What follows belongs to an exercise in optimizing a design on an open flow for small area, a short achievable clock period and few clock cycles per item; a production flow would make more cautious choices.
No run shown here included a check of the RTL's function; only the layout flow was run.
No activity file was given, so power comes from the tool's default toggle rates.

==> flow/design.v <==
package epfmm_pkg;
   localparam int unsigned MAP_PAGES  = 512;
   localparam int unsigned MAP_AW     = 9;
   localparam int unsigned PAGE_SHIFT = 11;
   localparam int unsigned CODE_W     = 3;
   localparam logic [MAP_AW-1:0] CONV_PAGES = 9'd320;
   localparam int unsigned FILL_FIRST = 320;
   localparam int unsigned FILL_PAGES = 160;
   localparam logic [CODE_W-1:0] RG_UNUSED  = 3'd0;
   localparam logic [CODE_W-1:0] RG_RAM     = 3'd1;
   localparam logic [CODE_W-1:0] RG_BOOTROM = 3'd2;
   localparam logic [CODE_W-1:0] RG_SDCARD  = 3'd3;
   localparam logic [CODE_W-1:0] RG_EMS     = 3'd4;
   localparam logic [1:0] MODE_IO_RD   = 2'd0;
   localparam logic [1:0] MODE_IO_WR   = 2'd1;
   localparam logic [1:0] MODE_LOOKUP  = 2'd2;
   localparam logic [1:0] MODE_REBUILD = 2'd3;
   localparam logic [3:0] OFS_EMS_LO   = 4'd10;
   localparam logic [3:0] OFS_EMS_HI   = 4'd11;
   localparam logic [3:0] OFS_EMS_FILL = 4'd12;
   localparam logic [3:0] OFS_UMB_LO   = 4'd13;
   localparam logic [3:0] OFS_UMB_HI   = 4'd14;
   localparam logic [3:0] OFS_UMB_FILL = 4'd15;
   localparam logic [7:0] CSR_NO_CONV   = 8'd0;
   localparam logic [7:0] CSR_NO_BOOT   = 8'd1;
   localparam logic [7:0] CSR_BOOT_ADDR = 8'd2;
   localparam logic [7:0] CSR_BOOT_SIZE = 8'd3;
   localparam logic [19:0] BOOT_ADDR_RST = 20'hF0000;
   localparam logic [20:0] BOOT_SIZE_RST = 21'h08000;
   localparam logic [15:0] FP_RST        = 16'hFFFF;
   localparam logic [MAP_AW-1:0] BLD_FIRST_RST = BOOT_ADDR_RST[19:11];
   localparam logic [10:0] BLD_LAST_RST =
      11'((22'(BOOT_ADDR_RST) + 22'(BOOT_SIZE_RST)) >> PAGE_SHIFT);
   localparam logic [18:0] SEG_LOW       = 19'h0A000;
   localparam logic [18:0] SEG_HIGH      = 19'h0F000;
   localparam logic [7:0]  BYTE_NONE     = 8'hFF;
   typedef struct packed {
      logic [1:0]  mode;
      logic [15:0] io_port;
      logic [7:0]  write_data;
      logic [19:0] mem_address;
   } req_type;
   typedef struct packed {
      logic [7:0]        read_data;
      logic [CODE_W-1:0] region;
      logic              ems_hit;
      logic [29:0]       ems_address;
   } rsp_type;
endpackage
module epfmm_page_ram (
   input  logic       clock,
   input  logic       clear,         
   input  logic       fill_go,       
   input  logic       clear_pend,    
   input  logic       fill_pend,     
   input  logic       fill_ems,
   input  logic [8:0] fill_s,        
   input  logic [8:0] fill_e,        
   input  logic [4:0] rd_lane,
   output logic [4:0] rd_ovr,        
   output logic [4:0] rd_ems
);
   localparam int unsigned FIRST = epfmm_pkg::FILL_FIRST;
   localparam int unsigned N     = epfmm_pkg::FILL_PAGES;
   localparam int unsigned W     = 32;
   localparam int unsigned G0    = FIRST / W;
   localparam int unsigned NG    = N / W;
   logic [N-1:0] ovr_ff, ems_ff;
   function automatic logic lt5(input logic [4:0] a, input logic [4:0] b);
      logic [4:0] g, e;
      g = ~a & b;
      e = ~(a ^ b);
      for (int k = 0; k < 3; k++) begin
         for (int i = 4; i >= 0; i--) begin
            if (i >= (1 << k)) begin
               g[i] = g[i] | (e[i] & g[i - (1 << k)]);
               e[i] = e[i] & e[i - (1 << k)];
            end
         end
      end
      lt5 = g[4];
   endfunction
   logic [NG-1:0] g_first, g_last, g_full;
   logic [NG-1:0] w_first, w_last, w_full;
   logic [W-1:0]  l_first, l_lt;
   logic          same;
   logic [N-1:0]  we;
   always_comb begin
      same = (fill_s[8:5] == fill_e[8:5]);
      for (int g = 0; g < NG; g++) begin
         g_first[g] = (4'(G0 + g) == fill_s[8:5]);
         g_last[g]  = !same && (4'(G0 + g) == fill_e[8:5]);
         g_full[g]  = (4'(G0 + g) > fill_s[8:5]) && (4'(G0 + g) < fill_e[8:5]);
         w_first[g] = fill_go && g_first[g];
         w_last[g]  = fill_go && g_last[g];
         w_full[g]  = fill_go && g_full[g];
      end
      for (int l = 0; l < W; l++) begin
         l_lt[l]    = (5'(l) < fill_e[4:0]);
         l_first[l] = (5'(l) >= fill_s[4:0]) && (l_lt[l] || !same);
      end
      for (int i = 0; i < N; i++) begin
         we[i] = w_full[i/W] || (w_first[i/W] && l_first[i%W]) ||
                 (w_last[i/W] && l_lt[i%W]);
      end
   end
   always_ff @(posedge clock) begin
      for (int i = 0; i < N; i++) begin
         if (clear) begin
            ovr_ff[i] <= 1'b0;
         end else if (we[i]) begin
            ovr_ff[i] <= 1'b1;
         end
         if (we[i]) begin
            ems_ff[i] <= fill_ems;
         end
      end
   end
   logic          r_lt, r_first;
   logic [NG-1:0] r_we;
   assign r_lt    = lt5(rd_lane, fill_e[4:0]);
   assign r_first = !lt5(rd_lane, fill_s[4:0]) && (r_lt || !same);
   always_comb begin
      for (int g = 0; g < NG; g++) begin
         r_we[g]   = fill_pend && (g_full[g] || (g_first[g] && r_first) ||
                                   (g_last[g] && r_lt));
         rd_ovr[g] = !clear_pend && (r_we[g] || ovr_ff[g*W + 32'(rd_lane)]);
         rd_ems[g] = r_we[g] ? fill_ems : ems_ff[g*W + 32'(rd_lane)];
      end
   end
endmodule
module ems_page_frame_memory_mapper_unit #(
   parameter int unsigned PORT_BASE = 608    
) (
   input  logic               clock,
   input  logic               reset,
   input  logic               req_valid,
   output logic               req_ready,
   input  epfmm_pkg::req_type req_data,
   output logic               rsp_valid,
   input  logic               rsp_ready,
   output epfmm_pkg::rsp_type rsp_data,
   input  logic               csr_valid,
   output logic               csr_ready,
   input  logic [7:0]         csr_index,
   input  logic [31:0]        csr_wdata
);
   localparam logic [15:0] PORT_BASE_W = 16'(PORT_BASE);
   localparam int unsigned NG = epfmm_pkg::FILL_PAGES / 32;
   function automatic logic lt9(input logic [8:0] a, input logic [8:0] b);
      logic [8:0] g, e;
      g = ~a & b;
      e = ~(a ^ b);
      for (int k = 0; k < 4; k++) begin
         for (int i = 8; i >= 0; i--) begin
            if (i >= (1 << k)) begin
               g[i] = g[i] | (e[i] & g[i - (1 << k)]);
               e[i] = e[i] & e[i - (1 << k)];
            end
         end
      end
      lt9 = g[8];
   endfunction
   function automatic logic [11:0] add12(input logic [11:0] a, input logic [11:0] b);
      logic [11:0] p, g, gg, pp;
      p  = a ^ b;
      g  = a & b;
      gg = g;
      pp = p;
      for (int k = 0; k < 4; k++) begin
         for (int i = 11; i >= 0; i--) begin
            if (i >= (1 << k)) begin
               gg[i] = gg[i] | (pp[i] & gg[i - (1 << k)]);
               pp[i] = pp[i] & pp[i - (1 << k)];
            end
         end
      end
      add12 = p ^ {gg[10:0], 1'b0};
   endfunction
   logic [15:0] fp_ff [4];
   logic [15:0] ems_seg_ff, ems_seg_nx;
   logic [15:0] umb_seg_ff, umb_seg_nx;
   logic        ems_okb_ff, umb_okb_ff;
   logic [7:0]  ems_room_ff, umb_room_ff;
   logic        ncm_ff, nbr_ff;
   logic [19:0] boot_addr_ff;
   logic [20:0] boot_size_ff;
   logic [21:0] boot_end;
   logic        bld_ncm_ff, bld_nbr_ff;
   logic [8:0]  bld_first_ff;
   logic [8:0]  bld_last_ff;     
   logic        bld_big_ff;      
   logic          e_valid;
   logic          e_new;       
   logic          e_lk;        
   logic          e_rd;        
   logic          e_rd_fp;     
   logic          e_rd_map;    
   logic          e_wfp;       
   logic          e_fill;      
   logic          e_rb;        
   logic          e_hit;       
   logic [1:0]    e_frame;     
   logic [2:0]    e_ofs;
   logic [7:0]    e_wd;
   logic [19:0]   e_addr;      
   logic [1:0]    e_scode;     
   logic [NG-1:0] e_govr, e_gems;    
   logic        o_valid;
   epfmm_pkg::rsp_type o_data, res;
   logic        hold, req_fire;
   assign csr_ready = 1'b1;
   assign hold      = o_valid && !rsp_ready;
   assign req_ready = !hold;
   assign req_fire  = req_valid && !hold;
   assign rsp_valid = o_valid;
   assign rsp_data  = o_data;
   logic [1:0]  a_mode;
   logic        a_pv;
   logic [3:0]  a_ofs;
   logic [7:0]  a_wd;
   logic [19:0] a_addr;
   logic        a_wr;
   assign a_mode = req_data.mode;
   assign a_pv   = (req_data.io_port[15:4] == PORT_BASE_W[15:4]);
   assign a_ofs  = req_data.io_port[3:0];
   assign a_wd   = req_data.write_data;
   assign a_addr = req_data.mem_address;
   assign a_wr   = (a_mode == epfmm_pkg::MODE_IO_WR) && a_pv;
   always_comb begin
      ems_seg_nx = ems_seg_ff;
      umb_seg_nx = umb_seg_ff;
      if (req_fire) begin
         if (a_mode == epfmm_pkg::MODE_REBUILD) begin
            ems_seg_nx = '0;
            umb_seg_nx = '0;
         end else if (a_wr) begin
            unique case (a_ofs)
               epfmm_pkg::OFS_EMS_LO: ems_seg_nx[7:0]  = a_wd;
               epfmm_pkg::OFS_EMS_HI: ems_seg_nx[15:8] = a_wd;
               epfmm_pkg::OFS_UMB_LO: umb_seg_nx[7:0]  = a_wd;
               epfmm_pkg::OFS_UMB_HI: umb_seg_nx[15:8] = a_wd;
               default: ;
            endcase
         end
      end
   end
   always_ff @(posedge clock) begin
      if (reset) begin
         ems_seg_ff  <= '0;
         umb_seg_ff  <= '0;
         ems_okb_ff  <= 1'b0;
         umb_okb_ff  <= 1'b0;
         ems_room_ff <= '0;
         umb_room_ff <= '0;
      end else begin
         ems_seg_ff  <= ems_seg_nx;
         umb_seg_ff  <= umb_seg_nx;
         ems_okb_ff  <= ems_seg_nx[15] && (ems_seg_nx[14] || ems_seg_nx[13]);
         umb_okb_ff  <= umb_seg_nx[15] && (umb_seg_nx[14] || umb_seg_nx[13]);
         ems_room_ff <= 8'(add12({3'd0, ~ems_seg_nx[15:7]},
                                 12'd480 + {11'd0, (ems_seg_nx[6:0] == 7'd0)}));
         umb_room_ff <= 8'(add12({3'd0, ~umb_seg_nx[15:7]},
                                 12'd480 + {11'd0, (umb_seg_nx[6:0] == 7'd0)}));
      end
   end
   logic [8:0]  a_sp;
   logic [10:0] a_cnt;
   logic [11:0] a_e;
   logic        a_ok;
   assign a_sp  = a_ofs[0] ? umb_seg_ff[15:7] : ems_seg_ff[15:7];
   assign a_cnt = a_ofs[0] ? {3'd0, a_wd} : {a_wd, 3'd0};
   assign a_e   = add12({3'd0, a_sp}, {1'b0, a_cnt});
   assign a_ok  = a_ofs[0] ? (umb_okb_ff && !lt9({1'b0, umb_room_ff}, {1'b0, a_wd})) :
                             (ems_okb_ff && (a_wd[7:5] == 3'd0) &&
                              !lt9({4'd0, ems_room_ff[7:3]}, {4'd0, a_wd[4:0]}));
   logic [5:0] a_fa, a_fb;
   logic [4:0] a_fb_p1;
   logic       a_lo_lt, a_hit;
   assign a_fa    = a_addr[19:14];
   assign a_fb    = ems_seg_ff[15:10];
   assign a_fb_p1 = 5'(a_fb[5:2]) + 5'd1;
   assign a_lo_lt = (a_fa[1:0] < a_fb[1:0]);
   assign a_hit = (ems_seg_ff[9:0] == 10'd0) &&
                  (((a_fa[5:2] == a_fb[5:2]) && !a_lo_lt) ||
                   (({1'b0, a_fa[5:2]} == a_fb_p1) && a_lo_lt));
   logic [8:0]    a_page;
   logic [1:0]    a_scode;
   logic [NG-1:0] a_govr, a_gems;
   logic          a_ge_first, a_lt_last, a_eq_last;
   assign a_page = a_mode[1] ? a_addr[19:11] : umb_seg_ff[15:7];
   assign a_ge_first = !lt9(a_page, bld_first_ff);
   assign a_lt_last  = bld_big_ff || lt9(a_page, bld_last_ff);
   assign a_eq_last  = !bld_big_ff && (a_page == bld_last_ff);
   always_comb begin
      if (!bld_nbr_ff && a_ge_first && a_lt_last) begin
         a_scode = 2'(epfmm_pkg::RG_BOOTROM);
      end else if (!bld_nbr_ff && a_eq_last) begin
         a_scode = 2'(epfmm_pkg::RG_SDCARD);
      end else if (!bld_ncm_ff && !(a_page[8] && (a_page[7] || a_page[6]))) begin
         a_scode = 2'(epfmm_pkg::RG_RAM);
      end else begin
         a_scode = 2'(epfmm_pkg::RG_UNUSED);
      end
   end
   always_ff @(posedge clock) begin
      if (reset) begin
         e_valid <= 1'b0;
         e_new   <= 1'b0;
      end else begin
         if (!hold) begin
            e_valid <= req_valid;
         end
         e_new <= req_valid && !hold;
      end
   end
   always_ff @(posedge clock) begin
      if (!hold) begin
         e_lk     <= (a_mode == epfmm_pkg::MODE_LOOKUP);
         e_rd     <= (a_mode == epfmm_pkg::MODE_IO_RD);
         e_rd_fp  <= (a_mode == epfmm_pkg::MODE_IO_RD) && a_pv && !a_ofs[3];
         e_rd_map <= (a_mode == epfmm_pkg::MODE_IO_RD) && a_pv &&
                     (a_ofs == epfmm_pkg::OFS_UMB_FILL);
         e_wfp    <= a_wr && !a_ofs[3];
         e_fill   <= a_wr && a_ok && ((a_ofs == epfmm_pkg::OFS_EMS_FILL) ||
                                      (a_ofs == epfmm_pkg::OFS_UMB_FILL));
         e_rb     <= (a_mode == epfmm_pkg::MODE_REBUILD);
         e_hit    <= a_hit;
         e_frame  <= a_fa[1:0] - a_fb[1:0];
         e_ofs    <= a_ofs[2:0];
         e_wd     <= a_wd;
         e_addr   <= a_mode[1] ? a_addr : {a_sp, 2'd0, a_e[8:0]};
         e_scode  <= a_scode;
         e_govr   <= a_govr;
         e_gems   <= a_gems;
      end
   end
   assign boot_end = 22'(boot_addr_ff) + 22'(boot_size_ff);
   always_ff @(posedge clock) begin
      if (reset) begin
         bld_ncm_ff   <= 1'b0;
         bld_nbr_ff   <= 1'b0;
         bld_first_ff <= epfmm_pkg::BLD_FIRST_RST;
         bld_last_ff  <= epfmm_pkg::BLD_LAST_RST[8:0];
         bld_big_ff   <= (epfmm_pkg::BLD_LAST_RST[10:9] != 2'd0);
      end else if (req_fire && (a_mode == epfmm_pkg::MODE_REBUILD)) begin
         bld_ncm_ff   <= ncm_ff;
         bld_nbr_ff   <= nbr_ff;
         bld_first_ff <= boot_addr_ff[19:11];
         bld_last_ff  <= boot_end[19:11];
         bld_big_ff   <= (boot_end[21:20] != 2'd0);
      end
   end
   logic       x_fill, x_rb;
   assign x_fill = e_valid && e_fill;
   assign x_rb   = e_valid && e_rb;
   epfmm_page_ram u_page_ram (
      .clock      (clock),
      .clear      (reset || (e_new && e_rb)),
      .fill_go    (e_new && e_fill),
      .clear_pend (x_rb),
      .fill_pend  (x_fill),
      .fill_ems   (!e_ofs[0]),
      .fill_s     (e_addr[19:11]),
      .fill_e     (e_addr[8:0]),
      .rd_lane    (a_page[4:0]),
      .rd_ovr     (a_govr),
      .rd_ems     (a_gems)
   );
   logic [8:0]  page;
   logic        ovr, ems;
   logic [2:0]  code;
   logic [15:0] fp_sel;
   assign page = e_addr[19:11];
   always_comb begin
      ovr = 1'b0;
      ems = 1'b0;
      for (int g = 0; g < NG; g++) begin
         if (page[8:5] == 4'(epfmm_pkg::FILL_FIRST / 32 + g)) begin
            ovr = e_govr[g];
            ems = e_gems[g];
         end
      end
   end
   assign code = ovr ? (ems ? epfmm_pkg::RG_EMS : epfmm_pkg::RG_RAM) : {1'b0, e_scode};
   assign fp_sel = fp_ff[e_ofs[2:1]];
   always_comb begin
      res = '0;
      if (e_rd) begin
         if (e_rd_fp) begin
            res.read_data = e_ofs[0] ? fp_sel[15:8] : fp_sel[7:0];
         end else if (e_rd_map) begin
            res.read_data = 8'(code);
         end else begin
            res.read_data = epfmm_pkg::BYTE_NONE;
         end
      end
      if (e_lk) begin
         res.region  = code;
         res.ems_hit = e_hit;
         if (e_hit) begin
            res.ems_address = {fp_ff[e_frame], e_addr[13:0]};
         end
      end
   end
   always_ff @(posedge clock) begin
      if (reset) begin
         for (int s = 0; s < 4; s++) begin
            fp_ff[s] <= epfmm_pkg::FP_RST;
         end
      end else if (e_new) begin
         if (e_rb) begin
            for (int s = 0; s < 4; s++) begin
               fp_ff[s] <= epfmm_pkg::FP_RST;
            end
         end else if (e_wfp) begin
            if (e_ofs[0]) begin
               fp_ff[e_ofs[2:1]][15:8] <= e_wd;
            end else begin
               fp_ff[e_ofs[2:1]][7:0] <= e_wd;
            end
         end
      end
   end
   always_ff @(posedge clock) begin
      if (reset) begin
         o_valid <= 1'b0;
      end else if (!hold) begin
         o_valid <= e_valid;
      end
   end
   always_ff @(posedge clock) begin
      if (!hold) begin
         o_data <= res;
      end
   end
   always_ff @(posedge clock) begin
      if (reset) begin
         ncm_ff       <= 1'b0;
         nbr_ff       <= 1'b0;
         boot_addr_ff <= epfmm_pkg::BOOT_ADDR_RST;
         boot_size_ff <= epfmm_pkg::BOOT_SIZE_RST;
      end else if (csr_valid && csr_ready) begin
         case (csr_index)
            epfmm_pkg::CSR_NO_CONV:   ncm_ff       <= csr_wdata[0];
            epfmm_pkg::CSR_NO_BOOT:   nbr_ff       <= csr_wdata[0];
            epfmm_pkg::CSR_BOOT_ADDR: boot_addr_ff <= csr_wdata[19:0];
            epfmm_pkg::CSR_BOOT_SIZE: boot_size_ff <= csr_wdata[20:0];
            default: ;
         endcase
      end
   end
endmodule
module ems_mapper_top (
   input  logic        clock,
   input  logic        reset,
   input  logic        req_valid,
   output logic        req_ready,
   input  logic [1:0]  req_mode,
   input  logic [15:0] req_io_port,
   input  logic [7:0]  req_write_data,
   input  logic [19:0] req_mem_address,
   output logic        rsp_valid,
   input  logic        rsp_ready,
   output logic [7:0]  rsp_read_data,
   output logic [2:0]  rsp_region,
   output logic        rsp_ems_hit,
   output logic [29:0] rsp_ems_address,
   input  logic        csr_valid,
   output logic        csr_ready,
   input  logic [7:0]  csr_index,
   input  logic [31:0] csr_wdata
);
   epfmm_pkg::req_type req_data;
   epfmm_pkg::rsp_type rsp_data;
   assign req_data.mode        = req_mode;
   assign req_data.io_port     = req_io_port;
   assign req_data.write_data  = req_write_data;
   assign req_data.mem_address = req_mem_address;
   assign rsp_read_data   = rsp_data.read_data;
   assign rsp_region      = rsp_data.region;
   assign rsp_ems_hit     = rsp_data.ems_hit;
   assign rsp_ems_address = rsp_data.ems_address;
   ems_page_frame_memory_mapper_unit #(.PORT_BASE(608)) u_unit (
      .clock     (clock),
      .reset     (reset),
      .req_valid (req_valid),
      .req_ready (req_ready),
      .req_data  (req_data),
      .rsp_valid (rsp_valid),
      .rsp_ready (rsp_ready),
      .rsp_data  (rsp_data),
      .csr_valid (csr_valid),
      .csr_ready (csr_ready),
      .csr_index (csr_index),
      .csr_wdata (csr_wdata)
   );
endmodule
==> flow/flow/run.sh <==
#!/bin/bash
# Layout flow: the standard flow (standard synthesis unchanged), with two
# placement/sizing settings changed after synthesis:
#  - the port buffers are buf_2 cells rather than the resizer's default pick
#    (a delay cell on this platform), so ports still get a buffer each;
#  - timing repair may swap a cell for one of another footprint (another
#    drive strength), not only for one of the same footprint.
# Each step's full output goes to a log file of its own in this folder.
set -euo pipefail
bash standard.sh synth > synth.log 2>&1
bash standard.sh MATCH_CELL_FOOTPRINT=0 \
   "BUFFER_PORTS_ARGS=-buffer_cell sky130_fd_sc_hd__buf_2" finish > layout.log 2>&1
==> flow/standard.sh <==
#!/bin/bash
# synth_recipe.tcl (not shown) runs the flow's synth.tcl, then flattens the netlist and writes it again
# the make line also repeats each setting of config.mk as NAME=value (left out here)
make -C /OpenROAD-flow-scripts/flow DESIGN_CONFIG=/design/flow/config.mk WORK_HOME=/design/flow/orfs CLKGATE_MAP_FILE= SYNTH_SCRIPT=/design/flow/synth_recipe.tcl "${@:-finish}"
==> flow/config.mk <==
export PLATFORM = sky130hd
export DESIGN_NAME = ems_mapper_top
export DESIGN_NICKNAME = ems_mapper_top
export VERILOG_FILES = /design/flow/design.v
export SDC_FILE = /design/flow/constraint.sdc
export NUM_CORES = 4
export LEC_CHECK = 0
export CAP_MARGIN = 20
export CORE_MARGIN = 2
export CORE_UTILIZATION = 40
export SETUP_SLACK_MARGIN = 2.0
export SLEW_MARGIN = 20
==> flow/constraint.sdc <==
create_clock -name core_clock -period 5.0 [get_ports {clock}]
set_input_delay 1.0000 -clock core_clock [delete_from_list [all_inputs] [get_ports {clock}]]
set_output_delay 1.0000 -clock core_clock [all_outputs]
set_load 0.01 [all_outputs]
==> key figures, run 1 <==
Run status
  – Status: finished clean

Clock network
  – CTS Sinks: 595
  – Worst-Skew Late Latency: 610 ps
  – CTS buffer count: 69
  – Clock transition at path regs: 50 ps
  – Post-CTS Hold Fix Bufs: 0
  – CTS tree: built
  – H-tree levels: 3
  – Root Buffer: clkbuf_16
  – CTS Buffer Depth: 3

Yosys
  – Seq/Total Area, Yosys: 52.64%
  – Fraction of registers with async set/reset: 0%
  – Flops & latches, synth: 595
  – Syn_area_per_cell: 10.28 um^2
  – Distinct cells, synth: 92
  – Gate Count Post-Synth: 2790
  – Syn nets: 2950
  – EDFF count, synth: 319
  – Netlist Area Pre-Place: 28690 um^2
  – Top FF cell, synth: edfxtp_1
  – YS warnings: 2

Worst setup path
  – R2R setup slack: 2040 ps
  – CP arrival: 3570 ps
  – Reg2reg path depth: 4
  – CP Max Fanout: 5
  – Crit end category: flop
  – Critical R2R Launch: u_unit.e_addr[15]
  – Worst path required time: 5520 ps
  – Startpoint types: input port
  – Worst R2R End: u_unit.u_page_ram.ems_ff[5]
  – Crit path kind: input port to flop

Final layout
  – Fin area: 33200 um^2
  – Leading cell type in the layout, fill and taps excluded: nand2_1
  – Nets: 3022
  – Fillers: 6544
  – Area Overhead vs Synth: 15.72%
  – Commonest cells after routing, fill and taps aside: 503 x nand2_1, 319 x edfxtp_1, 275 x dfxtp_1
  – Layout cell share with drive strength beyond 1: 16.80%

Pwr
  – Combinational Power Share: 8.9%
  – Leakage: 0.01209 uW
  – Clock share of power: 43.6%
  – Switch Pwr: 2834 uW
  – Seq pwr share: 47.5%
  – Maximum VDD drop: 0.2258 mV
  – Pwr/cell area: 338.4 nW/um^2
  – Sw Ratio: 25.23%
  – Internal power: 8400 uW

Global routing
  – First-pass GRT wire length: 133300 um
  – Largest net degree at the start of global routing: 162
  – Grt ovf: 0
  – GRT Util Overall: 23.20%
  – Vias in the first global route: 22510
  – Initial antenna violation count: 2

Min path
  – WHS Path Cells: 2
  – Hold Path Origin: u_unit.boot_size_ff[10]
  – HP Class: flop to flop
  – Worst Hold End: u_unit.boot_size_ff[10]

Drt
  – DRC violations left: 0
  – Routed Antenna Nets: 0
  – Routed vias/inst: 5.999
  – Vias: 23200
  – Wirelength per Cell: 22.93 um
  – Initial DRC Count: 2571
  – Routed wire length: 88690 um
  – Drt first pass iters: 6

STA
  – Final hold vios: 0
  – RSZ-0062 raised after global routing: yes
  – Layout Skew: 16.03 ps
  – Final TNS setup: 0 ps
  – Min Tclk post-route: 3050 ps
  – Slew @ Worst Pin: 1039 ps
  – Setup violations, final: 0
  – Max_slew headroom: 30.03%
  – Fin crit share: 61.00%
  – FMAX: 0.3279 GHz
  – Final Slew Violations: 0

Placement
  – Port bufs: 123
  – Final GP Congestion: 0.9228
  – Hpwl dp: 56740 um
  – Post-DP Area: 30350 um^2

Die
  – Die Footprint: 73890 um^2
  – IO Pins: 136
  – Core area: 71240 um^2
  – Cell Rows: 98
  – Die Span X: 271.8 um
  – Chip Height: 271.8 um
  – Initial Utilization: 40.27%

Job
  – Max_cap viols: 0
## per-layer routing
layer	up-vias	routed length, um	track usage, %
li1	10540	-	-
met5	-	13	0
met3	193	7590	4.196
met4	2	3004	9.529
met2	1099	40710	36.73
met1	11370	37370	31.42
## repair_timing
action	4_1_cts	5_1_grt
endpoints found under the setup margin	137	125
gates resized for setup	39	23
pin swaps	5	14
cloned	4	3
setup buffers	10	19
## cell usage after synthesis, types with 19 or more instances
cell        n  share of area (%)
mux2_2     23               0.90
buf_2      20               0.35
and2_1     32               0.70
nor2_1    116                1.5
dfxtp_1   276                 19
ha_1       67                2.9
o21a_1    168                4.4
edfxtp_1  319                 33
buf_1      24               0.31
nor3_1     31               0.54
mux4_2     35                2.7
nand2b_1   37               0.81
a311oi_1   41                1.3
and3_1     47                1.0
inv_1      37               0.48
a21oi_1   114                2.0
or2_2      39               0.85
or3_1      19               0.41
nand2_1   508                6.6
mux2i_1    64                2.2
o221ai_1  136                4.2
clkbuf_1  163                2.1
o21ai_0    75                1.3
nand3_1   165                2.9
## worst max-delay path by stage
stage / depth (start not counted) / startpoint / endpoint / slack, ps
2_1_floorplan: 12 / rsp_ready / u_unit.umb_room_ff[6] / 610
3_3_place_gp: 11 / req_mode[1] / u_unit.umb_room_ff[6] / 620
3_5_place_dp: 11 / req_mode[1] / u_unit.umb_room_ff[6] / 530
4_1_cts: 11 / req_mode[1] / u_unit.umb_room_ff[6] / 1880
5_1_grt: 12 / req_io_port[10] / u_unit.umb_room_ff[6] / 1840
6_report: 11 / req_io_port[10] / u_unit.umb_room_ff[6] / 1950
## final cells by class
type	instances	area, um^2	area share, %
Tap cell	950	1189	3.580
Inverter	41	191.4	0.5766
Sequential cell	595	15110	45.50
Clock buffer	97	1943	5.853
Clock inverter	29	269.0	0.8103
Timing Repair Buffer	208	1464	4.409
Multi-Input combinational cell	1945	13010	39.20
Antenna cell	1	2.502	0.007537
Timing Repair inverter	2	22.52	0.06783
## metrics by stage
| step | setup slack [ps] | hold WS [ps] | instances | total power, uW | utilization [%] |
|---|---|---|---|---|---|
| after floorplan | 605.5 | 431.2 | 2790 | 5977 | - |
| after global placement | 624.3 | 445.7 | 3704 | 6331 | 42.60 |
| after detailed placement | 531.0 | 449.7 | 3704 | 6347 | 42.61 |
| after CTS | 1885 | 461.0 | 3844 | 11260 | 46.17 |
| after global routing | 1841 | 473.1 | 3867 | 11560 | 46.60 |
| final | 1950 | 459.6 | 3868 | 11230 | 46.60 |
## power by group through the flow
stage	sequential, uW	clock [uW]	combinational, uW
floorplan	5390	0	591
global placement	5450	0	876
detailed placement	5460	0	891
CTS	5340	4980	940
global route	5340	5160	1060
finish	5330	4900	1000
## sequential cells by signal, summed over array words and instances, names as in the netlist, 2 cells and up, named ones only
| name | count |
|---|---|
| u_unit.ems_room_ff | 5 |
| u_unit.o_data | 42 |
| u_unit.e_gems | 5 |
| u_unit.boot_addr_ff | 20 |
| u_unit.e_wd | 8 |
| u_unit.u_page_ram.ovr_ff | 160 |
| u_unit.bld_first_ff | 9 |
| u_unit.boot_size_ff | 21 |
| u_unit.fp_ff | 64 |
| u_unit.e_scode | 2 |
| u_unit.e_addr | 20 |
| u_unit.e_frame | 2 |
| u_unit.ems_seg_ff | 16 |
| u_unit.e_ofs | 3 |
| u_unit.u_page_ram.ems_ff | 160 |
| u_unit.e_govr | 5 |
| u_unit.umb_seg_ff | 16 |
| u_unit.bld_last_ff | 9 |
| u_unit.umb_room_ff | 8 |
## worst max-delay path: stages
cell and delay (ps):
buf_2 110, nor4b_4 370, nand4_2 160, or4_4 620, mux2i_2 190, or2_4 250, ha_4 180, ha_4 170
a311oi_2 220, nor3_1 70, a211oi_1 220
## cell families (layout without fill, tap and decap cells)
| logic type | after synthesis | count (layout) | share of synthesized area [%] |
|---|---|---|---|
| AO/OA/AOI/OAI | 666 | 666 | 16.92 |
| adder cells (fa/ha/maj) | 69 | 69 | 3.061 |
| multiplexers | 124 | 125 | 5.974 |
| buffers and inverters | 251 | 377 | 3.436 |
| other | 1 | 2 | 0.01307 |
| flip-flops | 595 | 595 | 52.64 |
| XOR/XNOR | 21 | 21 | 0.6411 |
| AND/OR/NAND/NOR | 1063 | 1063 | 17.31 |
==> run 2, diff against run 1 <==
--- a/flow/config.mk
+++ b/flow/config.mk
@@ -9,4 +9,4 @@
 export CORE_MARGIN = 2
 export CORE_UTILIZATION = 40
-export SETUP_SLACK_MARGIN = 2.0
+export SETUP_SLACK_MARGIN = 2.5
 export SLEW_MARGIN = 20
==> run 2 against run 1 <==
Maximum frequency increased by 4.4%. Clock skew increased by 13 ps. Die area is the same. Worst setup slack improved by 130 ps. Clock power increased by 3%. Via count grew 2.8%. Critical path depth unchanged. First-iteration DRC count rose by 1.8%. Combinational power rose by 24%. Flip-flop and latch count is the same. Sequential power about the same. Critical endpoint is now u_unit.e_gems[4].
==> key figures, run 2 <==
Run status
  – Status: finished clean

Final layout
  – Inserted Diodes: 0 (-1)
  – Leading cell type in the layout, fill and taps excluded: nand2_1
  – Area Overhead vs Synth: 22.86%
  – Layout cell share with drive strength beyond 1: 23.43% (+6.6 points)
  – Fin area: 35250 um^2 (+6.2%)
  – Nets: 3114 (+3.0%)
  – Largest registers: u_unit.u_page_ram.ems_ff x160, u_unit.u_page_ram.ovr_ff x160, u_unit.fp_ff x64
  – Commonest cells after routing, fill and taps aside: 493 x nand2_1, 319 x edfxtp_1, 274 x dfxtp_1
  – Layout Cells excl Fill: 3959 (+2.4%)

Placement
  – Placed cell count: 3709 (+0.13%)
  – Post-place setup slack: 663.3 ps (+132.3 ps)
  – Hpwl dp: 57690 um (+1.7%)
  – Post-DP Area: 30520 um^2 (+0.53%)
  – Final GP Congestion: 0.9478 (+2.7%)
  – Port bufs: 123 (unchanged)

Die
  – Core area: 71240 um^2 (unchanged)
  – Cell Rows: 98 (unchanged)
  – Die Footprint: 73890 um^2 (unchanged)
  – Chip Height: 271.8 um (unchanged)
  – IO Pins: 136 (unchanged)
  – Initial Utilization: 40.27% (unchanged)
  – Die Span X: 271.8 um (unchanged)

Yosys
  – Seq/Total Area, Yosys: 52.64% (unchanged)
  – Syn nets: 2950 (unchanged)
  – EDFF count, synth: 319 (unchanged)
  – Largest cells by area after synthesis: edfxtp_1 33%, dfxtp_1 19%, nand2_1 6.6%, o21a_1 4.4%, o221ai_1 4.2%
  – Syn_area_per_cell: 10.28 um^2 (unchanged)
  – Top FF cell, synth: edfxtp_1
  – Flops & latches, synth: 595 (unchanged)
  – Yosys top cell by area: edfxtp_1
  – Gate Count Post-Synth: 2790 (unchanged)
  – Synth top cells by count: 508 x nand2_1, 319 x edfxtp_1, 276 x dfxtp_1
  – YS warnings: 2 (unchanged)
  – Post-synth top area share: 33.39% (unchanged)
  – Netlist Area Pre-Place: 28690 um^2 (unchanged)
  – Fraction of registers with async set/reset: 0% (unchanged)
  – Top-count cell post-synth: nand2_1
  – Distinct cells, synth: 92 (unchanged)

STA
  – Final hold vios: 0 (unchanged)
  – RSZ-0062 raised after global routing: yes
  – FMAX: 0.3424 GHz (+4.4%)
  – Hold Slack: 458.7 ps (-0.9700 ps)
  – Final TNS setup: 0 ps (unchanged)
  – Max_slew headroom: 43.26% (+13 points)
  – Fin crit share: 58.41% (-2.6 points)
  – Final Slew Violations: 0 (unchanged)
  – Min Tclk post-route: 2920 ps (-129.6 ps)
  – Slew @ Worst Pin: 851.0 ps (-187.5 ps)
  – Layout Skew: 29.40 ps (+13.37 ps)
  – Worst setup margin: 2080 ps (+129.6 ps)
  – Setup violations, final: 0 (unchanged)

Drt
  – Vias: 23850 (+2.8%)
  – Wirelength per Cell: 23.72 um (+3.4%)
  – Routed Antenna Nets: 0 (unchanged)
  – Drt first pass iters: 5 (-1)
  – DRC violations left: 0 (unchanged)
  – Routed wire length: 93900 um (+5.9%)
  – Initial DRC Count: 2617 (+1.8%)
  – Routed vias/inst: 6.025 (+0.44%)

Worst setup path
  – CP arrival: 3260 ps (-310 ps)
  – Reg2reg path depth: 10 (+6)
  – Crit end category: flop
  – Startpoint types: input port
  – Worst path required time: 5340 ps (-180 ps)
  – Crit path kind: input port to flop
  – CP Max Fanout: 16 (+11)

Global routing
  – Vias in the first global route: 22680 (+0.75%)
  – Initial antenna violation count: 2 (unchanged)
  – Largest net degree at the start of global routing: 161 (-0.62%)
  – First-pass GRT wire length: 140100 um (+5.2%)
  – Grt ovf: 0 (unchanged)
  – GRT Util Overall: 24.64% (+1.4 points)

Clock network
  – CTS tree: built
  – Post-CTS Hold Fix Bufs: 0 (unchanged)
  – Worst-Skew Late Latency: 620 ps (about the same)
  – Root Buffer: clkbuf_16
  – Clock transition at path regs: 50 ps (about the same)
  – CTS Sinks: 595 (unchanged)
  – CTS buffer count: 68 (-1.4%)
  – H-tree levels: 3 (unchanged)
  – CTS Buffer Depth: 3 (unchanged)

Job
  – Max_cap viols: 0 (unchanged)

Pwr
  – Leakage: 0.01295 uW (+7.2%)
  – Pwr/cell area: 329.5 nW/um^2 (-2.6%)
  – Maximum VDD drop: 0.2427 mV (+7.5%)

Min path
  – WHS Path Cells: 2 (unchanged)
  – HP Class: flop to flop
-- run 2: cell counts after synthesis --
No cell type changed its count.
-- run 2: cells by family (layout without fill, tap and decap cells) --
kind of cell / count (synthesis) / in the layout / synth area share, %
buffers and inverters: 251 / 468 / 3.436
adders and majority gates: 69 / 69 / 3.061
AOI/OAI and AO/OA: 666 / 666 / 16.92
DFF: 595 / 595 / 52.64
muxes: 124 / 125 / 5.974
and+or+nand+nor: 1063 / 1064 / 17.31
other: 1 / 1 / 0.01307
xor gates and xnor gates: 21 / 21 / 0.6411
-- run 2: layout make-up --
cell class / instances / area (um^2)
sequential: 595 / 15110
fill: 6306 / 35990
multi-input combinational: 1946 / 13850
timing repair buffer: 302 / 2638
clock buffer: 95 / 1894
inverter: 41 / 201.4
tap: 950 / 1189
clock inverter: 30 / 374.1
-- run 2: through the flow --
step | util (%) | power (uW)
6_report | 49.48 | 11610
5_1_grt | 49.48 | 11930
4_1_cts | 48.36 | 11560
3_5_place_dp | 42.83 | 6363
3_3_place_gp | 42.83 | 6348
2_1_floorplan | - | 5984
-- run 2: power breakdown --
part | internal [uW] | switching, uW | total, uW
combinational | 434 | 802 | 1240
clock | 2990 | 2070 | 5060
sequential | 5240 | 81.1 | 5320
-- run 2: final timing paths --
path	to	slack, ps	start
setup / recovery	u_unit.e_gems[4]	2080	req_mode[1]
hold reg to reg	u_unit.bld_ncm_ff	460	u_unit.ncm_ff
hold / removal	u_unit.bld_ncm_ff	460	u_unit.ncm_ff
setup reg to reg	u_unit.e_gems[4]	2170	u_unit.umb_seg_ff[8]
-- run 2: repair_timing --
action	in CTS	in global routing
pin swaps	42	45
gates resized for setup	191	101
gates cloned	11	4
endpoints found under the setup margin	540	273
buffers inserted	80	29
-- run 2: routing by layer --
| metal | track usage (%) | wire length, um | vias up | part of all wire (%) |
|---|---|---|---|---|
| li1 | - | - | 10730 | - |
| met1 | 33.43 | 38710 | 11720 | 41 |
| met2 | 39.08 | 43000 | 1166 | 46 |
| met3 | 4.690 | 8388 | 235 | 8.9 |
| met4 | 9.442 | 3785 | 2 | 4.0 |
| met5 | 0 | 13 | - | 0.014 |
-- run 2: critical path, stage by stage --
cell and delay [ps]:
buf_16 130, mux2_8 320, clkinv_8 80, buf_12 150, buf_4 170, clkbuf_16 190
nand2_1 90, nand3_2 90, a311oi_4 470, a211oi_2 130, o41a_1 440
==> run 3, diff against run 2 <==
--- a/flow/design.v
+++ b/flow/design.v
@@ -82,6 +82,6 @@
    endfunction
    logic [NG-1:0] g_first, g_last, g_full;
-   logic [NG-1:0] w_first, w_last, w_full;
-   logic [W-1:0]  l_first, l_lt;
+   logic [NG-1:0] w_first, w_both, w_last, w_full;
+   logic [W-1:0]  l_ge, l_lt, l_both, l_first;
    logic          same;
    logic [N-1:0]  we;
@@ -92,15 +92,18 @@
          g_last[g]  = !same && (4'(G0 + g) == fill_e[8:5]);
          g_full[g]  = (4'(G0 + g) > fill_s[8:5]) && (4'(G0 + g) < fill_e[8:5]);
-         w_first[g] = fill_go && g_first[g];
+         w_first[g] = fill_go && g_first[g] && !same;
+         w_both[g]  = fill_go && g_first[g] && same;
          w_last[g]  = fill_go && g_last[g];
          w_full[g]  = fill_go && g_full[g];
       end
       for (int l = 0; l < W; l++) begin
+         l_ge[l]    = (5'(l) >= fill_s[4:0]);
          l_lt[l]    = (5'(l) < fill_e[4:0]);
-         l_first[l] = (5'(l) >= fill_s[4:0]) && (l_lt[l] || !same);
+         l_both[l]  = l_ge[l] && l_lt[l];
+         l_first[l] = l_ge[l] && (l_lt[l] || !same);
       end
       for (int i = 0; i < N; i++) begin
-         we[i] = w_full[i/W] || (w_first[i/W] && l_first[i%W]) ||
-                 (w_last[i/W] && l_lt[i%W]);
+         we[i] = w_full[i/W] || (w_first[i/W] && l_ge[i%W]) ||
+                 (w_both[i/W] && l_both[i%W]) || (w_last[i/W] && l_lt[i%W]);
       end
    end
@@ -117,14 +120,20 @@
       end
    end
+   logic [W-1:0]  r_hot;
    logic          r_lt, r_first;
-   logic [NG-1:0] r_we;
-   assign r_lt    = lt5(rd_lane, fill_e[4:0]);
-   assign r_first = !lt5(rd_lane, fill_s[4:0]) && (r_lt || !same);
+   logic [NG-1:0] r_we, r_ovr, r_ems;
    always_comb begin
+      for (int l = 0; l < W; l++) begin
+         r_hot[l] = (rd_lane == 5'(l));
+      end
+      r_lt    = lt5(rd_lane, fill_e[4:0]);
+      r_first = !lt5(rd_lane, fill_s[4:0]) && (r_lt || !same);
       for (int g = 0; g < NG; g++) begin
+         r_ovr[g]  = |(r_hot & ovr_ff[g*W +: W]);
+         r_ems[g]  = |(r_hot & ems_ff[g*W +: W]);
          r_we[g]   = fill_pend && (g_full[g] || (g_first[g] && r_first) ||
                                    (g_last[g] && r_lt));
-         rd_ovr[g] = !clear_pend && (r_we[g] || ovr_ff[g*W + 32'(rd_lane)]);
-         rd_ems[g] = r_we[g] ? fill_ems : ems_ff[g*W + 32'(rd_lane)];
+         rd_ovr[g] = !clear_pend && (r_we[g] || r_ovr[g]);
+         rd_ems[g] = r_we[g] ? fill_ems : r_ems[g];
       end
    end
@@ -257,6 +266,8 @@
          ems_seg_ff  <= ems_seg_nx;
          umb_seg_ff  <= umb_seg_nx;
-         ems_okb_ff  <= ems_seg_nx[15] && (ems_seg_nx[14] || ems_seg_nx[13]);
-         umb_okb_ff  <= umb_seg_nx[15] && (umb_seg_nx[14] || umb_seg_nx[13]);
+         ems_okb_ff  <= ems_seg_nx[15] && (ems_seg_nx[14] || ems_seg_nx[13]) &&
+                        (ems_seg_nx[15:12] != 4'hF);
+         umb_okb_ff  <= umb_seg_nx[15] && (umb_seg_nx[14] || umb_seg_nx[13]) &&
+                        (umb_seg_nx[15:12] != 4'hF);
          ems_room_ff <= 8'(add12({3'd0, ~ems_seg_nx[15:7]},
                                  12'd480 + {11'd0, (ems_seg_nx[6:0] == 7'd0)}));
==> flow/run.sh (new file) <==
#!/bin/bash
# synth_recipe.tcl (not shown) runs the flow's synth.tcl, then flattens the netlist and writes it again
# the make line also repeats each setting of config.mk as NAME=value (left out here)
make -C /OpenROAD-flow-scripts/flow DESIGN_CONFIG=/design/flow/config.mk WORK_HOME=/design/flow/orfs CLKGATE_MAP_FILE= SYNTH_SCRIPT=/design/flow/synth_recipe.tcl finish
--- a/flow/config.mk
+++ b/flow/config.mk
@@ -9,4 +9,4 @@
 export CORE_MARGIN = 2
 export CORE_UTILIZATION = 40
-export SETUP_SLACK_MARGIN = 2.5
+export SETUP_SLACK_MARGIN = 2.2
 export SLEW_MARGIN = 20
removed: flow/flow/run.sh
removed: flow/standard.sh
==> run 3 against run 2 <==
Via count rose by 1.0%. Cell count fell by 2.2%. Critical path depth fell by 1.
==> key figures, run 3 <==
Global routing
  – Initial antenna violation count: 1 (-1)
  – Grt ovf: 0 (unchanged)
  – Vias in the first global route: 23130 (+2.0%)
  – First-pass GRT wire length: 156900 um (+12%)
  – GRT Util Overall: 29.98% (+5.3 points)
  – Largest net degree at the start of global routing: 113 (-30%)

Yosys
  – Top FF cell, synth: edfxtp_1
  – Top-count cell post-synth: edfxtp_1
  – Post-synth top area share: 34.08% (+0.69 points)
  – Syn nets: 2793 (-5.3%)
  – Yosys top cell by area: edfxtp_1
  – Fraction of registers with async set/reset: 0% (unchanged)
  – Synth top cells by count: 319 x edfxtp_1, 276 x dfxtp_1, 241 x nand2_1
  – Netlist Area Pre-Place: 28110 um^2 (-2.0%)
  – Seq/Total Area, Yosys: 53.73% (+1.1 points)
  – Syn_area_per_cell: 10.68 um^2 (+3.8%)
  – YS warnings: 2 (unchanged)
  – Largest cells by area after synthesis: edfxtp_1 34%, dfxtp_1 20%, o21a_1 4.4%, a21oi_1 3.8%, nand2_1 3.2%
  – Gate Count Post-Synth: 2633 (-5.6%)
  – Flops & latches, synth: 595 (unchanged)
  – Distinct cells, synth: 80 (-13%)
  – EDFF count, synth: 319 (unchanged)

Pwr
  – Combinational Power Share: 10.2% (-0.4 points)
  – Pwr/cell area: 327.9 nW/um^2 (-0.50%)
  – Sw Ratio: 25.43% (about the same)
  – Seq pwr share: 45.8% (about the same)
  – Internal power: 8663 uW (about the same)
  – Clock share of power: 44.0% (+0.4 points)
  – Switch Pwr: 2955 uW (about the same)
  – Leakage: 0.01267 uW (-2.2%)
  – Power Total: 11620 uW (about the same)
  – Maximum VDD drop: 0.2066 mV (-15%)

Drt
  – Metal2 WL: 47650 um (+11%)
  – Met3 WL post-DR: 10220 um (+22%)
  – Routed vias/inst: 6.225 (+3.3%)
  – Drt first pass iters: 7 (+2)
  – Routed Antenna Nets: 0 (unchanged)
  – Top layer in use: met5
  – Length of routed wiring on met1: 46420 um (+20%)
  – Vias: 24090 (+1.0%)
  – DRC violations left: 0 (unchanged)
  – Routed wire length: 109800 um (+17%)
  – Wirelength per Cell: 28.36 um (+20%)
  – Initial DRC Count: 2881 (+10%)

Clock network
  – CTS Buffer Depth: 3 (unchanged)
  – Root Buffer: clkbuf_16
  – H-tree levels: 3 (unchanged)
  – CTS tree: built
  – CTS Sinks: 595 (unchanged)
  – Post-CTS Hold Fix Bufs: 0 (unchanged)
  – CTS buffer count: 67 (-1.5%)
  – Worst-Skew Late Latency: 630 ps (about the same)
  – Clock transition at path regs: 60 ps (about the same)

Worst setup path
  – Crit path kind: input port to flop
  – CP max stage delay: 570 ps (+100 ps)
  – Crit path max-delay family: simple AND/OR/NAND/NOR gates
  – Critical-path cell list: buf_6, or4b_4, or4_4, nor4_4, buf_4, mux2_4, a211oi_4, a31oi_1, xnor2_1, o221a_1
  – CP arrival: 3770 ps (+510 ps)
  – CP Max Fanout: 6 (-10)
  – Worst path required time: 5510 ps (+170 ps)
  – CP max stage cell: or4_4
  – Crit end category: flop
  – Startpoint types: input port
  – CP Buf/Inv Count: 2 (-3)

Final layout
  – Nets: 3036 (-2.5%)
  – Layout cell share with drive strength beyond 1: 22.73% (-0.70 points)
  – Fillers: 6161 (-2.3%)
  – Commonest cells after routing, fill and taps aside: 319 x edfxtp_1, 271 x dfxtp_1, 232 x nand2_1
  – Leading cell type in the layout, fill and taps excluded: edfxtp_1
  – Largest registers: u_unit.u_page_ram.ems_ff x160, u_unit.u_page_ram.ovr_ff x160, u_unit.fp_ff x64
  – Inserted Diodes: 0 (unchanged)
  – Area Overhead vs Synth: 26.06%
  – Final core utilization: 50.78% (+1.3 points)

Placement
  – Post-place setup slack: 486.0 ps (-177.3 ps)
  – Final GP Congestion: 0.9922 (+4.7%)
  – Hpwl dp: 74620 um (+29%)
  – Port bufs: 123 (unchanged)

STA
  – Min Tclk post-route: 3264 ps (+343.5 ps)
  – Slew @ Worst Pin: 1091 ps (+240.3 ps)
  – Final hold vios: 0 (unchanged)
  – FMAX: 0.3064 GHz (-11%)
  – Worst setup margin: 1736 ps (-343.5 ps)
  – Setup violations, final: 0 (unchanged)
  – Max_slew headroom: 27.10% (-16 points)
  – RSZ-0062 raised after global routing: yes
  – Fin crit share: 65.28% (+6.9 points)
  – Final Slew Violations: 0 (unchanged)
  – Layout Skew: 13.48 ps (-15.92 ps)
  – Final TNS setup: 0 ps (unchanged)

Die
  – Cell Rows: 97 (-1.0%)
  – Core area: 69790 um^2 (-2.0%)
  – Chip Height: 269.1 um (-1.0%)
  – Die Span X: 269.1 um (-1.0%)
  – Initial Utilization: 40.28% (about the same)
  – Die Footprint: 72410 um^2 (-2.0%)
  – IO Pins: 136 (unchanged)

Run status
  – Status: finished clean

Job
  – Max_cap viols: 0 (unchanged)

Min path
  – HP Class: flop to flop
run 3: cell types whose count changed after synthesis, moves of 38 or more:
cell	delta
a21oi_1	+97
nand2_1	-267
a221oi_1	+39
a311oi_1	-38
o21ai_0	+69
o221ai_1	-76
a22o_1	+38
nor2_1	+59
nand3_1	-120
a22oi_1	+101
run 3: repair_timing:
item,CTS,global route
setup buffers,76,30
hold endpoints to repair,0,0
pin swaps,69,42
gates resized for setup,293,103
gates cloned,2,1
endpoints found under the setup margin,377,229
run 3: metal layers:
layer / track usage (%) / up-vias
met2: 44.96 / 1320
met3: 6.355 / 271
met5: 0 / -
met1: 41.48 / 11990
li1: - / 10510
met4: 13.95 / 2
run 3: path summary, 6_finish.rpt:
path,startpoint,to,slack (ps),cells past startpoint
worst max register to register,u_unit.umb_seg_ff[9],u_unit.e_gems[2],2100,13
worst max-delay path,req_io_port[7],u_unit.ems_room_ff[6],1740,10
worst min-delay path,u_unit.boot_addr_ff[0],u_unit.boot_addr_ff[0],460,2
worst min register to register,u_unit.boot_addr_ff[0],u_unit.boot_addr_ff[0],460,2
run 3: area by class of cell:
class	count	area [um^2]	area share [%]
Clock buffer	89	1944	5.487
Clock inverter	34	342.8	0.9674
Inverter	44	173.9	0.4908
Multi-Input combinational cell	1834	13600	38.39
Sequential cell	595	15110	42.64
Tap cell	940	1176	3.319
Timing Repair Buffer	334	3084	8.703
run 3: stage by stage:
step	area [um^2]	hold WS (ps)	std cells
after floorplan	28520	432.2	2633
after global placement	30960	441.7	3636
after detailed placement	30980	450.9	3637
after CTS	34760	457.8	3838
after global routing	35440	469.5	3870
final	35440	455.7	3870
run 3: worst min-delay path: cells and delay by family (launching register included):
family | cells | cell delay, ps
and+or+nand+nor | 1 | 50
DFF | 1 | 310
AOI/OAI and AO/OA | 1 | 50
run 3: cells by family (layout without fill, tap and decap cells):
family          Yosys count  after routing  synth area share (%)
compound gates          885            885                 21.37
xor+xnor                 29             29                0.9036
fa+ha+maj                69             69                 3.125
buf+inv                 206            501                 2.791
flops                   595            595                 53.73
mux                     102            102                 5.176
other cells               1              1               0.01334
simple gates            746            748                 12.89
run 3: power by group through the flow:
stage,logic (uW),registers [uW],clock network [uW]
after floorplan,503,5370,0
after global placement,937,5440,0
after detailed placement,946,5450,0
after CTS,1070,5330,5160
after global routing,1230,5320,5360
final,1190,5320,5120
==> run 4, diff against run 3 <==
--- a/flow/design.v
+++ b/flow/design.v
@@ -82,6 +82,6 @@
    endfunction
    logic [NG-1:0] g_first, g_last, g_full;
-   logic [NG-1:0] w_first, w_both, w_last, w_full;
-   logic [W-1:0]  l_ge, l_lt, l_both, l_first;
+   logic [NG-1:0] w_first, w_last, w_full;
+   logic [W-1:0]  l_first, l_lt;
    logic          same;
    logic [N-1:0]  we;
@@ -92,18 +92,15 @@
          g_last[g]  = !same && (4'(G0 + g) == fill_e[8:5]);
          g_full[g]  = (4'(G0 + g) > fill_s[8:5]) && (4'(G0 + g) < fill_e[8:5]);
-         w_first[g] = fill_go && g_first[g] && !same;
-         w_both[g]  = fill_go && g_first[g] && same;
+         w_first[g] = fill_go && g_first[g];
          w_last[g]  = fill_go && g_last[g];
          w_full[g]  = fill_go && g_full[g];
       end
       for (int l = 0; l < W; l++) begin
-         l_ge[l]    = (5'(l) >= fill_s[4:0]);
          l_lt[l]    = (5'(l) < fill_e[4:0]);
-         l_both[l]  = l_ge[l] && l_lt[l];
-         l_first[l] = l_ge[l] && (l_lt[l] || !same);
+         l_first[l] = (5'(l) >= fill_s[4:0]) && (l_lt[l] || !same);
       end
       for (int i = 0; i < N; i++) begin
-         we[i] = w_full[i/W] || (w_first[i/W] && l_ge[i%W]) ||
-                 (w_both[i/W] && l_both[i%W]) || (w_last[i/W] && l_lt[i%W]);
+         we[i] = w_full[i/W] || (w_first[i/W] && l_first[i%W]) ||
+                 (w_last[i/W] && l_lt[i%W]);
       end
    end
@@ -120,20 +117,14 @@
       end
    end
-   logic [W-1:0]  r_hot;
    logic          r_lt, r_first;
-   logic [NG-1:0] r_we, r_ovr, r_ems;
+   logic [NG-1:0] r_we;
+   assign r_lt    = lt5(rd_lane, fill_e[4:0]);
+   assign r_first = !lt5(rd_lane, fill_s[4:0]) && (r_lt || !same);
    always_comb begin
-      for (int l = 0; l < W; l++) begin
-         r_hot[l] = (rd_lane == 5'(l));
-      end
-      r_lt    = lt5(rd_lane, fill_e[4:0]);
-      r_first = !lt5(rd_lane, fill_s[4:0]) && (r_lt || !same);
       for (int g = 0; g < NG; g++) begin
-         r_ovr[g]  = |(r_hot & ovr_ff[g*W +: W]);
-         r_ems[g]  = |(r_hot & ems_ff[g*W +: W]);
          r_we[g]   = fill_pend && (g_full[g] || (g_first[g] && r_first) ||
                                    (g_last[g] && r_lt));
-         rd_ovr[g] = !clear_pend && (r_we[g] || r_ovr[g]);
-         rd_ems[g] = r_we[g] ? fill_ems : r_ems[g];
+         rd_ovr[g] = !clear_pend && (r_we[g] || ovr_ff[g*W + 32'(rd_lane)]);
+         rd_ems[g] = r_we[g] ? fill_ems : ems_ff[g*W + 32'(rd_lane)];
       end
    end
@@ -188,8 +179,6 @@
    endfunction
    logic [15:0] fp_ff [4];
-   logic [15:0] ems_seg_ff, ems_seg_nx;
-   logic [15:0] umb_seg_ff, umb_seg_nx;
-   logic        ems_okb_ff, umb_okb_ff;
-   logic [7:0]  ems_room_ff, umb_room_ff;
+   logic [15:0] ems_seg_ff;
+   logic [15:0] umb_seg_ff;
    logic        ncm_ff, nbr_ff;
    logic [19:0] boot_addr_ff;
@@ -237,17 +226,18 @@
    assign a_addr = req_data.mem_address;
    assign a_wr   = (a_mode == epfmm_pkg::MODE_IO_WR) && a_pv;
-   always_comb begin
-      ems_seg_nx = ems_seg_ff;
-      umb_seg_nx = umb_seg_ff;
-      if (req_fire) begin
+   always_ff @(posedge clock) begin
+      if (reset) begin
+         ems_seg_ff <= '0;
+         umb_seg_ff <= '0;
+      end else if (req_fire) begin
          if (a_mode == epfmm_pkg::MODE_REBUILD) begin
-            ems_seg_nx = '0;
-            umb_seg_nx = '0;
+            ems_seg_ff <= '0;
+            umb_seg_ff <= '0;
          end else if (a_wr) begin
             unique case (a_ofs)
-               epfmm_pkg::OFS_EMS_LO: ems_seg_nx[7:0]  = a_wd;
-               epfmm_pkg::OFS_EMS_HI: ems_seg_nx[15:8] = a_wd;
-               epfmm_pkg::OFS_UMB_LO: umb_seg_nx[7:0]  = a_wd;
-               epfmm_pkg::OFS_UMB_HI: umb_seg_nx[15:8] = a_wd;
+               epfmm_pkg::OFS_EMS_LO: ems_seg_ff[7:0]  <= a_wd;
+               epfmm_pkg::OFS_EMS_HI: ems_seg_ff[15:8] <= a_wd;
+               epfmm_pkg::OFS_UMB_LO: umb_seg_ff[7:0]  <= a_wd;
+               epfmm_pkg::OFS_UMB_HI: umb_seg_ff[15:8] <= a_wd;
                default: ;
             endcase
@@ -255,35 +245,24 @@
       end
    end
-   always_ff @(posedge clock) begin
-      if (reset) begin
-         ems_seg_ff  <= '0;
-         umb_seg_ff  <= '0;
-         ems_okb_ff  <= 1'b0;
-         umb_okb_ff  <= 1'b0;
-         ems_room_ff <= '0;
-         umb_room_ff <= '0;
-      end else begin
-         ems_seg_ff  <= ems_seg_nx;
-         umb_seg_ff  <= umb_seg_nx;
-         ems_okb_ff  <= ems_seg_nx[15] && (ems_seg_nx[14] || ems_seg_nx[13]) &&
-                        (ems_seg_nx[15:12] != 4'hF);
-         umb_okb_ff  <= umb_seg_nx[15] && (umb_seg_nx[14] || umb_seg_nx[13]) &&
-                        (umb_seg_nx[15:12] != 4'hF);
-         ems_room_ff <= 8'(add12({3'd0, ~ems_seg_nx[15:7]},
-                                 12'd480 + {11'd0, (ems_seg_nx[6:0] == 7'd0)}));
-         umb_room_ff <= 8'(add12({3'd0, ~umb_seg_nx[15:7]},
-                                 12'd480 + {11'd0, (umb_seg_nx[6:0] == 7'd0)}));
-      end
-   end
    logic [8:0]  a_sp;
    logic [10:0] a_cnt;
    logic [11:0] a_e;
    logic        a_ok;
+   logic        ems_okb, umb_okb;
+   logic [7:0]  ems_room, umb_room;
+   assign ems_okb  = ems_seg_ff[15] && (ems_seg_ff[14] || ems_seg_ff[13]) &&
+                     (ems_seg_ff[15:12] != 4'hF);
+   assign umb_okb  = umb_seg_ff[15] && (umb_seg_ff[14] || umb_seg_ff[13]) &&
+                     (umb_seg_ff[15:12] != 4'hF);
+   assign ems_room = 8'(add12({3'd0, ~ems_seg_ff[15:7]},
+                              12'd480 + {11'd0, (ems_seg_ff[6:0] == 7'd0)}));
+   assign umb_room = 8'(add12({3'd0, ~umb_seg_ff[15:7]},
+                              12'd480 + {11'd0, (umb_seg_ff[6:0] == 7'd0)}));
    assign a_sp  = a_ofs[0] ? umb_seg_ff[15:7] : ems_seg_ff[15:7];
    assign a_cnt = a_ofs[0] ? {3'd0, a_wd} : {a_wd, 3'd0};
    assign a_e   = add12({3'd0, a_sp}, {1'b0, a_cnt});
-   assign a_ok  = a_ofs[0] ? (umb_okb_ff && !lt9({1'b0, umb_room_ff}, {1'b0, a_wd})) :
-                             (ems_okb_ff && (a_wd[7:5] == 3'd0) &&
-                              !lt9({4'd0, ems_room_ff[7:3]}, {4'd0, a_wd[4:0]}));
+   assign a_ok  = a_ofs[0] ? (umb_okb && !lt9({1'b0, umb_room}, {1'b0, a_wd})) :
+                             (ems_okb && (a_wd[7:5] == 3'd0) &&
+                              !lt9({4'd0, ems_room[7:3]}, {4'd0, a_wd[4:0]}));
    logic [5:0] a_fa, a_fb;
    logic [4:0] a_fb_p1;
--- a/flow/config.mk
+++ b/flow/config.mk
@@ -9,4 +9,6 @@
 export CORE_MARGIN = 2
 export CORE_UTILIZATION = 40
+export CTS_CLUSTER_DIAMETER = 80
+export CTS_CLUSTER_SIZE = 30
 export SETUP_SLACK_MARGIN = 2.2
 export SLEW_MARGIN = 20
==> run 4 against run 3 <==
Sequential share of layout area increased by 1.7 points. Synthesized cell count is 1.7% higher. Cell count fell by 3.4%. Still clean. Sequential power decreased by 2%. Non-clock buffer count is 81 lower. Flip-flop and latch count shrank 15. Largest cell class unchanged. Worst setup slack better by 290 ps. Highest routed layer is now met4. Via count decreased by 4.0%. Clock skew up 38 ps. Global-route usage is 5.2 points lower. Maximum frequency rose by 9.7%.
==> key figures, run 4 <==
Run status
  – Status: finished clean

Clock network
  – Root Buffer: clkbuf_16
  – Post-CTS Hold Fix Bufs: 0 (unchanged)
  – Worst-Skew Late Latency: 620 ps (about the same)
  – CTS Buffer Depth: 3 (unchanged)
  – H-tree levels: 2 (-1)
  – Clock transition at path regs: 100 ps (+40 ps)
  – CTS tree: built
  – CTS Sinks: 580 (-2.5%)
  – CTS buffer count: 34 (-49%)

Worst setup path
  – CP max stage delay: 550 ps (-20 ps)
  – Worst R2R End: u_unit.e_fill
  – Crit end category: flop
  – Worst path required time: 5340 ps (-170 ps)
  – CP Buf/Inv Count: 0 (-2)
  – Crit path max-delay family: simple AND/OR/NAND/NOR gates
  – Reg2reg path depth: 12 (-1)
  – Critical R2R Launch: u_unit.umb_seg_ff[6]
  – Startpoint types: flop
  – Crit path kind: flop to flop
  – CP arrival: 3320 ps (-450 ps)
  – CP Max Fanout: 2 (-4)
  – CP max stage cell: or4_4
  – Critical-path cell list: or4_4, nor4_4, ha_2, nand2_2, or3_4, xor2_2, ha_4, nand3_1, o21ai_2, a21oi_2, o21ai_2, a21oi_2
  – R2R setup slack: 2020 ps (-80 ps)

Pwr
  – Sw Ratio: 28.30% (+2.9 points)
  – Combinational Power Share: 13.6% (+3.4 points)
  – Maximum VDD drop: 0.2647 mV (+28%)
  – Internal power: 7192 uW (-17%)
  – Pwr/cell area: 300.5 nW/um^2 (-8.3%)
  – Leakage: 0.01167 uW (-7.9%)
  – Clock share of power: 34.4% (-9.6 points)
  – Switch Pwr: 2839 uW (-3.9%)
  – Seq pwr share: 52.0% (+6.2 points)

Final layout
  – Fin area: 33380 um^2 (-5.8%)
  – Area of the multi-input gates: 13260 um^2 (-2.5%)
  – Leading cell type in the layout, fill and taps excluded: nand2_1
  – Layout cell share with drive strength beyond 1: 16.45% (-6.3 points)
  – Nets: 2931 (-3.5%)
  – Fillers: 6413 (+4.1%)
  – Largest registers: u_unit.u_page_ram.ems_ff x160, u_unit.u_page_ram.ovr_ff x160, u_unit.fp_ff x64
  – Inserted Diodes: 0 (unchanged)
  – Area Overhead vs Synth: 17.99%
  – Sequential cell area: 14810 um^2 (-2.0%)
  – Commonest cells after routing, fill and taps aside: 430 x nand2_1, 319 x edfxtp_1, 256 x dfxtp_1

Drt
  – Routed vias/inst: 6.190 (-0.57%)
  – Vias: 23130 (-4.0%)
  – Initial DRC Count: 2581 (-10%)
  – Routed wire length: 95450 um (-13%)
  – Routed Antenna Nets: 0 (unchanged)
  – DRC violations left: 0 (unchanged)
  – Drt first pass iters: 6 (-1)
  – Wirelength per Cell: 25.54 um (-10%)

STA
  – FMAX: 0.3361 GHz (+9.7%)
  – Min Tclk post-route: 2975 ps (-288.7 ps)
  – RSZ-0062 raised after global routing: yes
  – Final Slew Violations: 0 (unchanged)
  – Max_slew headroom: 31.09% (+4.0 points)
  – Setup violations, final: 0 (unchanged)
  – Final TNS setup: 0 ps (unchanged)
  – Final hold vios: 0 (unchanged)
  – Slew @ Worst Pin: 1034 ps (-57.63 ps)
  – Layout Skew: 51.90 ps (+38.41 ps)
  – Fin crit share: 59.50% (-5.8 points)

Yosys
  – Largest cells by area after synthesis: edfxtp_1 34%, dfxtp_1 18%, nand2_1 5.9%, o21a_1 4.4%, o221ai_1 4.1%
  – Fraction of registers with async set/reset: 0% (unchanged)
  – Distinct cells, synth: 84 (+5.0%)
  – Syn_area_per_cell: 10.56 um^2 (-1.1%)
  – YS warnings: 2 (unchanged)
  – Seq/Total Area, Yosys: 52.33% (-1.4 points)
  – Post-synth top area share: 33.86% (-0.22 points)
  – Netlist Area Pre-Place: 28290 um^2 (+0.64%)
  – Top-count cell post-synth: nand2_1
  – Synth top cells by count: 442 x nand2_1, 319 x edfxtp_1, 261 x dfxtp_1
  – Top FF cell, synth: edfxtp_1
  – EDFF count, synth: 319 (unchanged)
  – Flops & latches, synth: 580 (-2.5%)
  – Yosys top cell by area: edfxtp_1
  – Gate Count Post-Synth: 2678 (+1.7%)
  – Syn nets: 2838 (+1.6%)

Die
  – Chip Height: 269.9 um (+0.31%)
  – Die Footprint: 72870 um^2 (+0.63%)
  – Initial Utilization: 40.40% (+0.12 points)
  – Cell Rows: 97 (unchanged)
  – Core area: 70030 um^2 (+0.35%)
  – Die Span X: 269.9 um (+0.31%)
  – IO Pins: 136 (unchanged)

Job
  – Max_cap viols: 0 (unchanged)

Placement
  – Hpwl dp: 61000 um (-18%)
  – Post-DP Area: 30490 um^2 (-1.6%)
  – Port bufs: 123 (unchanged)
  – Final GP Congestion: 0.9358 (-5.7%)

Global routing
  – Vias in the first global route: 22130 (-4.3%)
  – Grt ovf: 0 (unchanged)
  – GRT Util Overall: 24.79% (-5.2 points)
  – Largest net degree at the start of global routing: 161 (+42%)
  – Initial antenna violation count: 1 (unchanged)
  – First-pass GRT wire length: 138900 um (-11%)

Min path
  – Hold Path Origin: u_unit.bld_last_ff[2]
  – Worst Hold End: u_unit.bld_last_ff[2]
  – HP Class: flop to flop
  – WHS Path Cells: 2 (unchanged)
[run 4: cell types whose count changed in the layout (fill, tap and decap cells not counted), moves of 30 or more]
cell       change
a22o_1        -38
buf_4         -65
a22oi_1       -96
clkbuf_16     -30
nand3_1       +82
nor2_1        -41
o221ai_1      +74
mux2i_1       +37
o21ai_0       -44
a21oi_1       -75
nand2_1      +198
[run 4: final cells by class]
class / count / area share [%]
Sequential cell: 580 / 44.37
Multi-Input combinational cell: 1871 / 39.72
Timing Repair Buffer: 253 / 7.977
Tap cell: 940 / 3.524
Clock buffer: 38 / 2.658
Clock inverter: 24 / 1.248
Inverter: 30 / 0.4760
Timing Repair inverter: 1 / 0.02624
[run 4: per-layer routing]
layer  global-route usage [%]  up-vias  wire length [um]  part of all wire (%)
met3                    4.819      241              9460                   9.9
li1                         -    10210                 -                     -
met4                    9.503        0              4071                   4.3
met2                    38.80     1269             42690                    45
met1                    33.95    11420             39230                    41
met5                        0        -                 0                     0
[run 4: per-stage QoR]
| step | instances | util [%] | total power (uW) | hold slack (ps) | setup slack [ps] |
|---|---|---|---|---|---|
| after floorplan | 2678 | - | 5910 | 431.2 | 1500 |
| after global placement | 3605 | 43.54 | 6406 | 441.3 | 802.7 |
| after detailed placement | 3605 | 43.54 | 6420 | 447.6 | 805.8 |
| after CTS | 3705 | 46.53 | 9936 | 466.5 | 1823 |
| after global routing | 3737 | 47.67 | 10300 | 479.8 | 1910 |
| final | 3737 | 47.67 | 10030 | 464.5 | 2025 |
[run 4: timing repair]
item | 4_1_cts | 5_1_grt
pin swaps | 19 | 27
setup endpoints to repair | 341 | 311
gates cloned | 6 | 6
gates resized for setup | 125 | 103
buffers inserted | 32 | 25
[run 4: power groups by stage]
stage                     combinational (uW)  clock, uW  sequential, uW
final                                   1360       3450            5210
after global routing                    1420       3650            5220
after CTS                               1200       3510            5220
after detailed placement                1080          0            5340
after global placement                  1070          0            5340
after floorplan                          638          0            5270
[run 4: worst max path at each step]
stage	end	startpoint	cells after the start	slack, ps
after floorplan	u_unit.e_gems[0]	req_mode[1]	15	1500
after global placement	u_unit.e_gems[0]	req_mem_address[15]	11	800
after detailed placement	u_unit.e_govr[4]	req_mem_address[15]	10	810
after CTS	u_unit.e_fill	u_unit.umb_seg_ff[3]	12	1820
after global routing	u_unit.e_fill	u_unit.umb_seg_ff[6]	12	1910
final	u_unit.e_fill	u_unit.umb_seg_ff[6]	12	2020
[run 4: kinds of logic (layout without fill, tap and decap cells)]
group,Yosys count,count (layout),synth area share (%)
AOI/OAI and AO/OA,664,664,16.74
other,1,1,0.01326
and+or+nand+nor,956,956,15.94
buffers and inverters,227,346,3.406
xor gates and xnor gates,34,34,1.053
DFF,580,580,52.33
adders and majority gates,69,69,3.105
muxes,147,147,7.408
[run 4: worst register-to-register path: cells and delay by family (launching register included)]
family | cells | cell delay, ps
xor gates and xnor gates | 1 | 170
adders and majority gates | 2 | 560
and+or+nand+nor | 5 | 1210
AOI/OAI and AO/OA | 4 | 440
DFF | 1 | 330

[what the ideal ports hide]
The flow's constraints put no driver on any port. The routed layouts listed below were extracted and timed again, unchanged, in two steps. Step 1: set_driving_cell puts a clkbuf_16 on clock and a buf_2 on each other input, an assumption about the parent block. Step 2, shift: input delay + t, output delay - t, t = (earliest + latest rising clock arrival at the registers) / 2. This alone moves slack from input paths to output paths. Three values: no drivers, after step 1, after step 2; two values: the first two.
| run | t (ns) | setup slack, ns | clock arrival spread, ns |
|---|---|---|---|
| run 1 | 0.675 | 1.950 / 1.858 / 1.183 | 0.021 / 0.021 |
| run 2 | 0.676 | 2.080 / 2.026 / 1.350 | 0.030 / 0.030 |
| run 3 | 0.688 | 1.736 / 1.772 / 1.085 | 0.017 / 0.017 |
| run 4 | 0.655 | 2.025 / 2.025 / 1.408 | 0.052 / 0.052 |
After both steps every run listed still meets setup and hold. The setup slack of run 1, which loses most, moves by -0.092 ns with the drivers and by -0.767 ns with both steps.
